This design comes from an exercise in tuning for small area, a short achievable clock period and few clock cycles per item on the open sky130 flow, not from production work.
RTL that was checked went through simulation tests only; none was proved equivalent to the original.

==> trial 37: inputs <==
==> flow/design.v (excerpt) <==
module mod_vector_seq #(
  parameter int N  = 8,
  parameter int W  = 16,
  parameter int WW = 32,
  parameter int K  = 4
) (
  input  logic            clk,
  input  logic            rst,
  input  logic            in_valid,
  output logic            in_ready,
  input  logic [N*WW-1:0] in_vec,
  input  logic [W-1:0]    q_in,
  input  logic            signed_mode,
  output logic            out_valid,
  input  logic            out_ready,
  output logic [N*W-1:0]  out_vec,
  output logic            err
);
==> module mod_vector_seq, before the edit <==
module mod_vector_seq #(
  parameter int N  = 8,
  parameter int W  = 16,
  parameter int WW = 32,
  parameter int K  = 4
) (
  input  logic            clk,
  input  logic            rst,
  input  logic            in_valid,
  output logic            in_ready,
  input  logic [N*WW-1:0] in_vec,
  input  logic [W-1:0]    q_in,
  input  logic            signed_mode,
  output logic            out_valid,
  input  logic            out_ready,
  output logic [N*W-1:0]  out_vec,
  output logic            err
);
  localparam int G  = WW / K;            
  localparam int GL = (WW - W) / K;      
  localparam int GW = $clog2(G);
  logic [GW-1:0]  ld_cnt;                
  logic           act;                   
  logic           bb_v;                  
  logic           bb_last;               
  logic           prim;                  
  logic [K-1:0]   bb    [N];             
  logic [W-1:0]   h_r   [N];             
  logic [W-1:0]   q1_r;                  
  logic [W-1:0]   nq_r;                  
  logic           qz_r;                  
  logic [W-1:0]   r     [N];             
  logic [W-1:0]   h0    [N];             
  logic [W-1:0]   rs    [N];             
  logic idle, stall, start, qlong, qzero;
  logic [GW-1:0] g0, ld_sel;
  assign stall  = out_valid & ~out_ready;
  assign idle   = ~act & ~bb_v;
  assign start  = idle & prim & in_valid & ~stall;
  assign qlong  = q_in[W-1];
  assign qzero  = (q_in == '0);
  assign g0     = qlong ? GW'(GL) : '0;
  assign ld_sel = act ? ld_cnt : start ? g0 + 1'b1 : g0;
  assign in_ready = act & (ld_cnt == GW'(G - 1));
  function automatic logic [W-1:0] step(input logic [W-1:0] rr,
                                        input logic         b,
                                        input logic [W-1:0] nq);
    logic [W:0]   t;
    logic [W+1:0] s;
    t = {rr, b};
    s = {1'b0, t} + {2'b01, nq} + 1'b1;
    step = s[W+1] ? s[W-1:0] : t[W-1:0];
  endfunction
  always_comb begin
    for (int i = 0; i < N; i++) begin
      logic [WW-1:0] x;
      logic          sneg;
      logic [W-1:0]  h, a;
      logic [W:0]    s;
      x    = in_vec[i*WW +: WW];
      sneg = signed_mode & x[WW-1] & ~qzero;
      h    = qlong ? x[WW-1 -: W] : {W{sneg}};
      s    = {1'b0, h} + {1'b0, sneg ? q_in : ~q_in} + {{W{1'b0}}, ~sneg};
      h0[i] = (sneg | s[W]) ? s[W-1:0] : h;
      a = idle ? h_r[i] : r[i];
      for (int j = K - 1; j >= 0; j--)
        a = step(a, bb[i][j] & ~qz_r, (j == K - 1) ? ~q1_r : nq_r);
      rs[i] = a;
    end
  end
  always_ff @(posedge clk) begin
    for (int i = 0; i < N; i++) begin
      bb[i]  <= in_vec[i*WW + WW - 1 - int'(ld_sel) * K -: K];
      h_r[i] <= h0[i];
      if (!stall)
        r[i] <= rs[i];
    end
    if (!act) begin
      q1_r <= q_in;
      nq_r <= ~q_in;
      qz_r <= qzero;
    end
  end
  always_ff @(posedge clk or posedge rst) begin
    if (rst) begin
      act       <= 1'b0;
      bb_v      <= 1'b0;
      bb_last   <= 1'b0;
      prim      <= 1'b0;
      ld_cnt    <= '0;
      out_valid <= 1'b0;
      err       <= 1'b0;
    end else begin
      prim    <= in_valid;
      bb_v    <= start | act;
      bb_last <= act & (ld_cnt == GW'(G - 1));
      if (start) begin
        act    <= 1'b1;
        ld_cnt <= g0 + 2'd2;
      end else if (act) begin
        ld_cnt <= ld_cnt + 1'b1;
        if (ld_cnt == GW'(G - 1))
          act <= 1'b0;
      end
      if (out_valid && out_ready)
        out_valid <= 1'b0;
      if (bb_v && bb_last) begin
        out_valid <= 1'b1;
        err       <= qz_r;
      end
    end
  end
  always_comb
    for (int i = 0; i < N; i++)
      out_vec[i*W +: W] = r[i];
endmodule
Settings: LEC_CHECK=0, ABC_AREA=1, CAP_MARGIN=30, CORE_MARGIN=2, CORE_UTILIZATION=40, SLEW_MARGIN=30; clock period 22.0 ns.
standard.sh (not shown) runs the stock make flow with config.mk's settings and CLKGATE_MAP_FILE= SYNTH_SCRIPT=/design/flow/synth_recipe.tcl, a recipe that flattens the netlist after the stock synthesis.
==> flow/flow/run.sh <==
#!/bin/bash
set -euo pipefail
bash standard.sh SETUP_SLACK_MARGIN=13.5 finish > standard_flow.log 2>&1
==> inputs of build 74, as changes to trial 37 <==
==> flow/design.v (replaced) <==
`default_nettype none
module mod_vector_seq #(
  parameter int N  = 8,
  parameter int W  = 16,
  parameter int WW = 32,
  parameter int K  = 4
) (
  input  logic            clk,
  input  logic            rst,
  input  logic            in_valid,
  output logic            in_ready,
  input  logic [N*WW-1:0] in_vec,
  input  logic [W-1:0]    q_in,
  input  logic            signed_mode,
  output logic            out_valid,
  input  logic            out_ready,
  output logic [N*W-1:0]  out_vec,
  output logic            err
);
  localparam int G  = WW / K;            
  localparam int GL = (WW - W) / K;      
  localparam int GW = $clog2(G);
  logic [GW-1:0]  ld_cnt;                
  logic           act;                   
  logic           bb_v;                  
  logic           bb_last;               
  logic [K-1:0]   bb    [N];             
  logic [W-1:0]   q_r;                   
  logic           qz_r;                  
  logic [W-1:0]   r     [N];             
  logic [W-1:0]   r0    [N];             
  logic [W-1:0]   rs    [N];             
  logic idle, stall, start, qlong, qzero;
  logic [GW-1:0] g0, ld_sel;
  assign stall  = out_valid & ~out_ready;
  assign idle   = ~act & ~bb_v;
  assign start  = idle & in_valid & ~stall;
  assign qlong  = q_in[W-1];
  assign qzero  = (q_in == '0);
  assign g0     = qlong ? GW'(GL) : '0;
  assign ld_sel = idle ? g0 : ld_cnt;
  assign in_ready = act & (ld_cnt == GW'(G - 1));
  function automatic logic [W-1:0] step(input logic [W-1:0] rr,
                                        input logic         b,
                                        input logic [W-1:0] q);
    logic [W:0]   t;
    logic [W+1:0] s;
    t = {rr, b};
    s = {1'b0, t} + {2'b01, ~q} + 1'b1;
    step = s[W+1] ? s[W-1:0] : t[W-1:0];
  endfunction
  logic [W-1:0] qa;
  assign qa = idle ? q_in : q_r;
  always_comb begin
    for (int i = 0; i < N; i++) begin
      logic [WW-1:0] x;
      logic          sneg, add;
      logic [W-1:0]  h, a;
      logic [W:0]    t;
      logic [W+1:0]  s;
      x    = in_vec[i*WW +: WW];
      sneg = signed_mode & x[WW-1];
      h    = qlong ? x[WW-1 -: W] : {W{sneg}};
      add  = idle & sneg;
      a    = r[i];
      for (int j = K - 1; j >= 1; j--)
        a = step(a, bb[i][j] & ~qz_r, q_r);
      t    = idle ? {1'b0, h} : {a, bb[i][0] & ~qz_r};
      s    = {1'b0, t} + (add ? {2'b00, qa} : {2'b01, ~qa}) + {{(W+1){1'b0}}, ~add};
      rs[i] = (s[W+1] | add) ? s[W-1:0] : t[W-1:0];
      r0[i] = rs[i] & {W{~qzero}};
    end
  end
  always_ff @(posedge clk) begin
    for (int i = 0; i < N; i++) begin
      bb[i] <= in_vec[i*WW + WW - 1 - int'(ld_sel) * K -: K];
      if (!stall)
        r[i] <= idle ? r0[i] : rs[i];
    end
    if (idle) begin
      q_r  <= q_in;
      qz_r <= qzero;
    end
  end
  always_ff @(posedge clk or posedge rst) begin
    if (rst) begin
      act       <= 1'b0;
      bb_v      <= 1'b0;
      bb_last   <= 1'b0;
      ld_cnt    <= '0;
      out_valid <= 1'b0;
      err       <= 1'b0;
    end else begin
      bb_v    <= start | act;
      bb_last <= act & (ld_cnt == GW'(G - 1));
      if (start) begin
        act    <= 1'b1;
        ld_cnt <= g0 + 1'b1;
      end else if (act) begin
        ld_cnt <= ld_cnt + 1'b1;
        if (ld_cnt == GW'(G - 1))
          act <= 1'b0;
      end
      if (out_valid && out_ready)
        out_valid <= 1'b0;
      if (bb_v && bb_last) begin
        out_valid <= 1'b1;
        err       <= qz_r;
      end
    end
  end
  always_comb
    for (int i = 0; i < N; i++)
      out_vec[i*W +: W] = r[i];
endmodule
`default_nettype wire
==> flow/flow/run.sh (replaced) <==
#!/bin/bash
# Standard synthesis and layout, with these changes to how the layout is made:
# - port buffers use the plain buf_1 cell (every input and output port is
#   still buffered);
set -euo pipefail
export BUFFER_PORTS_ARGS="-buffer_cell sky130_fd_sc_hd__buf_1"
bash standard.sh SETUP_SLACK_MARGIN=13.5 MATCH_CELL_FOOTPRINT=0 \
  "BUFFER_PORTS_ARGS=-buffer_cell sky130_fd_sc_hd__buf_1" finish > standard_flow.log 2>&1
==> inputs of trial 15, as changes to trial 37 <==
==> flow/design.v (replaced) <==
`default_nettype none
module mod_vector_seq #(
  parameter int N  = 8,
  parameter int W  = 16,
  parameter int WW = 32,
  parameter int K  = 4
) (
  input  logic            clk,
  input  logic            rst,
  input  logic            in_valid,
  output logic            in_ready,
  input  logic [N*WW-1:0] in_vec,
  input  logic [W-1:0]    q_in,
  input  logic            signed_mode,
  output logic            out_valid,
  input  logic            out_ready,
  output logic [N*W-1:0]  out_vec,
  output logic            err
);
  localparam int G  = WW / K;            
  localparam int GL = (WW - W) / K;      
  localparam int GW = $clog2(G);
  logic [GW-1:0]  ld_cnt;                
  logic           act;                   
  logic           bb_v;                  
  logic           bb_last;               
  logic [K-1:0]   bb    [N];             
  logic [W-1:0]   q_r;                   
  logic           qz_r;                  
  logic           sm_r;                  
  logic           prim;                  
  logic [W-1:0]   r     [N];             
  logic [W-1:0]   r0    [N];             
  logic [W-1:0]   rs    [N];             
  logic idle, stall, start, qlong, qzero;
  logic [GW-1:0] g0, ld_sel;
  assign stall  = out_valid & ~out_ready;
  assign idle   = ~act & ~bb_v;
  assign start  = idle & prim & ~stall;    
  assign qlong  = q_r[W-1];
  assign qzero  = (q_in == '0);
  assign g0     = qlong ? GW'(GL) : '0;
  assign ld_sel = idle ? g0 : ld_cnt;
  assign in_ready = act & (ld_cnt == GW'(G - 1));
  function automatic logic [W-1:0] step(input logic [W-1:0] rr,
                                        input logic         b,
                                        input logic [W-1:0] q);
    logic [W:0]   t;
    logic [W+1:0] s;
    t = {rr, b};
    s = {1'b0, t} + {2'b01, ~q} + 1'b1;
    step = s[W+1] ? s[W-1:0] : t[W-1:0];
  endfunction
  always_comb begin
    for (int i = 0; i < N; i++) begin
      logic [WW-1:0] x;
      logic          sneg, add;
      logic [W-1:0]  h, a;
      logic [W:0]    t;
      logic [W+1:0]  s;
      x    = in_vec[i*WW +: WW];
      sneg = sm_r & x[WW-1];
      h    = qlong ? x[WW-1 -: W] : {W{sneg}};
      add  = idle & sneg;
      a    = r[i];
      for (int j = K - 1; j >= 1; j--)
        a = step(a, bb[i][j] & ~qz_r, q_r);
      t    = idle ? {1'b0, h} : {a, bb[i][0] & ~qz_r};
      s    = {1'b0, t} + (add ? {2'b00, q_r} : {2'b01, ~q_r}) + {{(W+1){1'b0}}, ~add};
      rs[i] = (s[W+1] | add) ? s[W-1:0] : t[W-1:0];
      r0[i] = rs[i] & {W{~qz_r}};
    end
  end
  always_ff @(posedge clk) begin
    for (int i = 0; i < N; i++) begin
      bb[i] <= in_vec[i*WW + WW - 1 - int'(ld_sel) * K -: K];
      if (!stall)
        r[i] <= idle ? r0[i] : rs[i];
    end
    q_r  <= q_in;
    qz_r <= qzero;
    sm_r <= signed_mode;
  end
  always_ff @(posedge clk or posedge rst) begin
    if (rst) begin
      act       <= 1'b0;
      bb_v      <= 1'b0;
      bb_last   <= 1'b0;
      prim      <= 1'b0;
      ld_cnt    <= '0;
      out_valid <= 1'b0;
      err       <= 1'b0;
    end else begin
      prim    <= in_valid;
      bb_v    <= start | act;
      bb_last <= act & (ld_cnt == GW'(G - 1));
      if (start) begin
        act    <= 1'b1;
        ld_cnt <= g0 + 1'b1;
      end else if (act) begin
        ld_cnt <= ld_cnt + 1'b1;
        if (ld_cnt == GW'(G - 1))
          act <= 1'b0;
      end
      if (out_valid && out_ready)
        out_valid <= 1'b0;
      if (bb_v && bb_last) begin
        out_valid <= 1'b1;
        err       <= qz_r;
      end
    end
  end
  always_comb
    for (int i = 0; i < N; i++)
      out_vec[i*W +: W] = r[i];
endmodule
`default_nettype wire
==> flow/flow/run.sh (replaced) <==
#!/bin/bash
# Standard synthesis and layout, with these changes to how the layout is made:
# - port buffers use the plain buf_1 cell (every input and output port is
#   still buffered);
set -euo pipefail
export BUFFER_PORTS_ARGS="-buffer_cell sky130_fd_sc_hd__buf_1"
bash standard.sh SETUP_SLACK_MARGIN=13.5 MATCH_CELL_FOOTPRINT=0 \
  "BUFFER_PORTS_ARGS=-buffer_cell sky130_fd_sc_hd__buf_1" finish > standard_flow.log 2>&1
==> inputs of build 57, as changes to trial 37 <==
==> flow/design.v (replaced) <==
`default_nettype none
module mod_vector_seq #(
  parameter int N  = 8,
  parameter int W  = 16,
  parameter int WW = 32,
  parameter int K  = 4
) (
  input  logic            clk,
  input  logic            rst,
  input  logic            in_valid,
  output logic            in_ready,
  input  logic [N*WW-1:0] in_vec,
  input  logic [W-1:0]    q_in,
  input  logic            signed_mode,
  output logic            out_valid,
  input  logic            out_ready,
  output logic [N*W-1:0]  out_vec,
  output logic            err
);
  localparam int G  = WW / K;            
  localparam int GL = (WW - W) / K;      
  localparam int GW = $clog2(G);
  logic [GW-1:0]  ld_cnt;                
  logic           act;                   
  logic           bb_v;                  
  logic           bb_last;               
  logic [K-1:0]   bb    [N];             
  logic [W-1:0]   q_r;                   
  logic           qz_r;                  
  logic [W-1:0]   r     [N];             
  logic [W-1:0]   r0    [N];             
  logic [W-1:0]   rs    [N];             
  logic idle, stall, start, qlong, qzero;
  logic [GW-1:0] g0, ld_sel;
  assign stall  = out_valid & ~out_ready;
  assign idle   = ~act & ~bb_v;
  assign start  = idle & in_valid & ~stall;
  assign qlong  = q_in[W-1];
  assign qzero  = (q_in == '0);
  assign g0     = qlong ? GW'(GL) : '0;
  assign ld_sel = idle ? g0 : ld_cnt;
  assign in_ready = act & (ld_cnt == GW'(G - 1));
  function automatic logic [W-1:0] step(input logic [W-1:0] rr,
                                        input logic         b,
                                        input logic [W-1:0] q);
    logic [W:0]   t;
    logic [W+1:0] s;
    t = {rr, b};
    s = {1'b0, t} + {2'b01, ~q} + 1'b1;
    step = s[W+1] ? s[W-1:0] : t[W-1:0];
  endfunction
  logic [W-1:0] qa;
  assign qa = idle ? q_in : q_r;
  always_comb begin
    for (int i = 0; i < N; i++) begin
      logic [WW-1:0] x;
      logic          sneg, add;
      logic [W-1:0]  h, a;
      logic [W:0]    t;
      logic [W+1:0]  s;
      x    = in_vec[i*WW +: WW];
      sneg = signed_mode & x[WW-1];
      h    = qlong ? x[WW-1 -: W] : {W{sneg}};
      add  = idle & sneg;
      a    = r[i];
      for (int j = K - 1; j >= 1; j--)
        a = step(a, bb[i][j] & ~qz_r, q_r);
      t    = idle ? {1'b0, h} : {a, bb[i][0] & ~qz_r};
      s    = {1'b0, t} + (add ? {2'b00, qa} : {2'b01, ~qa}) + {{(W+1){1'b0}}, ~add};
      rs[i] = (s[W+1] | add) ? s[W-1:0] : t[W-1:0];
      r0[i] = rs[i] & {W{~qzero}};
    end
  end
  always_ff @(posedge clk) begin
    for (int i = 0; i < N; i++) begin
      bb[i] <= in_vec[i*WW + WW - 1 - int'(ld_sel) * K -: K];
      if (!stall)
        r[i] <= idle ? r0[i] : rs[i];
    end
    if (idle) begin
      q_r  <= q_in;
      qz_r <= qzero;
    end
  end
  always_ff @(posedge clk or posedge rst) begin
    if (rst) begin
      act       <= 1'b0;
      bb_v      <= 1'b0;
      bb_last   <= 1'b0;
      ld_cnt    <= '0;
      out_valid <= 1'b0;
      err       <= 1'b0;
    end else begin
      bb_v    <= start | act;
      bb_last <= act & (ld_cnt == GW'(G - 1));
      if (start) begin
        act    <= 1'b1;
        ld_cnt <= g0 + 1'b1;
      end else if (act) begin
        ld_cnt <= ld_cnt + 1'b1;
        if (ld_cnt == GW'(G - 1))
          act <= 1'b0;
      end
      if (out_valid && out_ready)
        out_valid <= 1'b0;
      if (bb_v && bb_last) begin
        out_valid <= 1'b1;
        err       <= qz_r;
      end
    end
  end
  always_comb
    for (int i = 0; i < N; i++)
      out_vec[i*W +: W] = r[i];
endmodule
`default_nettype wire
==> flow/flow/run.sh (replaced) <==
#!/bin/bash
# Standard synthesis and layout, with these changes to how the layout is made:
# - port buffers use the plain buf_1 cell (every input and output port is
#   still buffered);
set -euo pipefail
export BUFFER_PORTS_ARGS="-buffer_cell sky130_fd_sc_hd__buf_1"
bash standard.sh SETUP_SLACK_MARGIN=13.5 MATCH_CELL_FOOTPRINT=0 \
  "BUFFER_PORTS_ARGS=-buffer_cell sky130_fd_sc_hd__buf_1" finish > standard_flow.log 2>&1
TNS_END_PERCENT = 5   (was unset)
==> notes <==
In build 57 the hold slack is higher than in build 74, by 0.019 ns. Register-to-register slack: build 74 is better than build 57 (0.05 ns). Between trial 37 and build 57, the lower maximum frequency is in trial 37 (gap about 1.6%, measured against build 57). In critical path depth, build 74 and trial 15 do not differ. Build 74 went through all stages and came out clean. Trial 37 ran to the end with no violations. Trial 15 ran to the end with no violations. Build 57 completed without violations. Between trial 15 and build 74, the lower synthesized cell count is in trial 15 (gap about 0.9%, measured against build 74). Utilization, lowest first: build 74, build 57, trial 15, trial 37. Via count: trial 15 is smaller than trial 37 (about 17%). Non-clock buffer count: trial 15 is lower than build 57 (17). Between trial 37 and build 74, the lower sequential cell count is in build 74 (gap 145).
Testbench counts of trial 37, summed over its fixed seeds: cycles 8,208, items 2,048.
Testbench counts of build 74, summed over its fixed seeds: cycles 10,248, items 2,048.
Testbench counts of build 57, summed over its fixed seeds: cycles 10,248, items 2,048.
Function not checked in trial 15: the RTL went through the layout flow alone.

-- static timing again, ports no longer ideal --
No port has a modelled driver above. Below, the same layouts with a new extraction and two added sets of constraints. Step 1 sets driving cells, clkbuf_16 on the clock port and buf_2 on the other inputs (assumed; they add their load-dependent delay and slew). Step 2 times the ports against the registers' clock, not the clock port: input delays grow and output delays shrink by t, the midpoint of the rising clock arrivals with the driver on. Slacks: ideal ports / drivers / drivers and shift; pairs: ideal ports / drivers.
run | shift t [ns] | slack for setup (ns) | worst setup path at the end | clock arrival spread, ns
trial 37 | 0.734 | 13.535 / 13.589 / 12.854 | input to register | 0.037 / 0.037
build 74 | 0.607 | 13.715 / 13.715 / 13.211 | input to register | 0.021 / 0.021
trial 15 | 0.603 | 13.759 / 13.759 / 13.641 | input to register | 0.022 / 0.021
build 57 | 0.621 | 13.669 / 13.669 / 13.167 | input to register | 0.036 / 0.036
After both steps every run listed still meets setup and hold. The setup slack of trial 37, which loses most, moves by +0.054 ns with the drivers and by -0.681 ns with both steps.
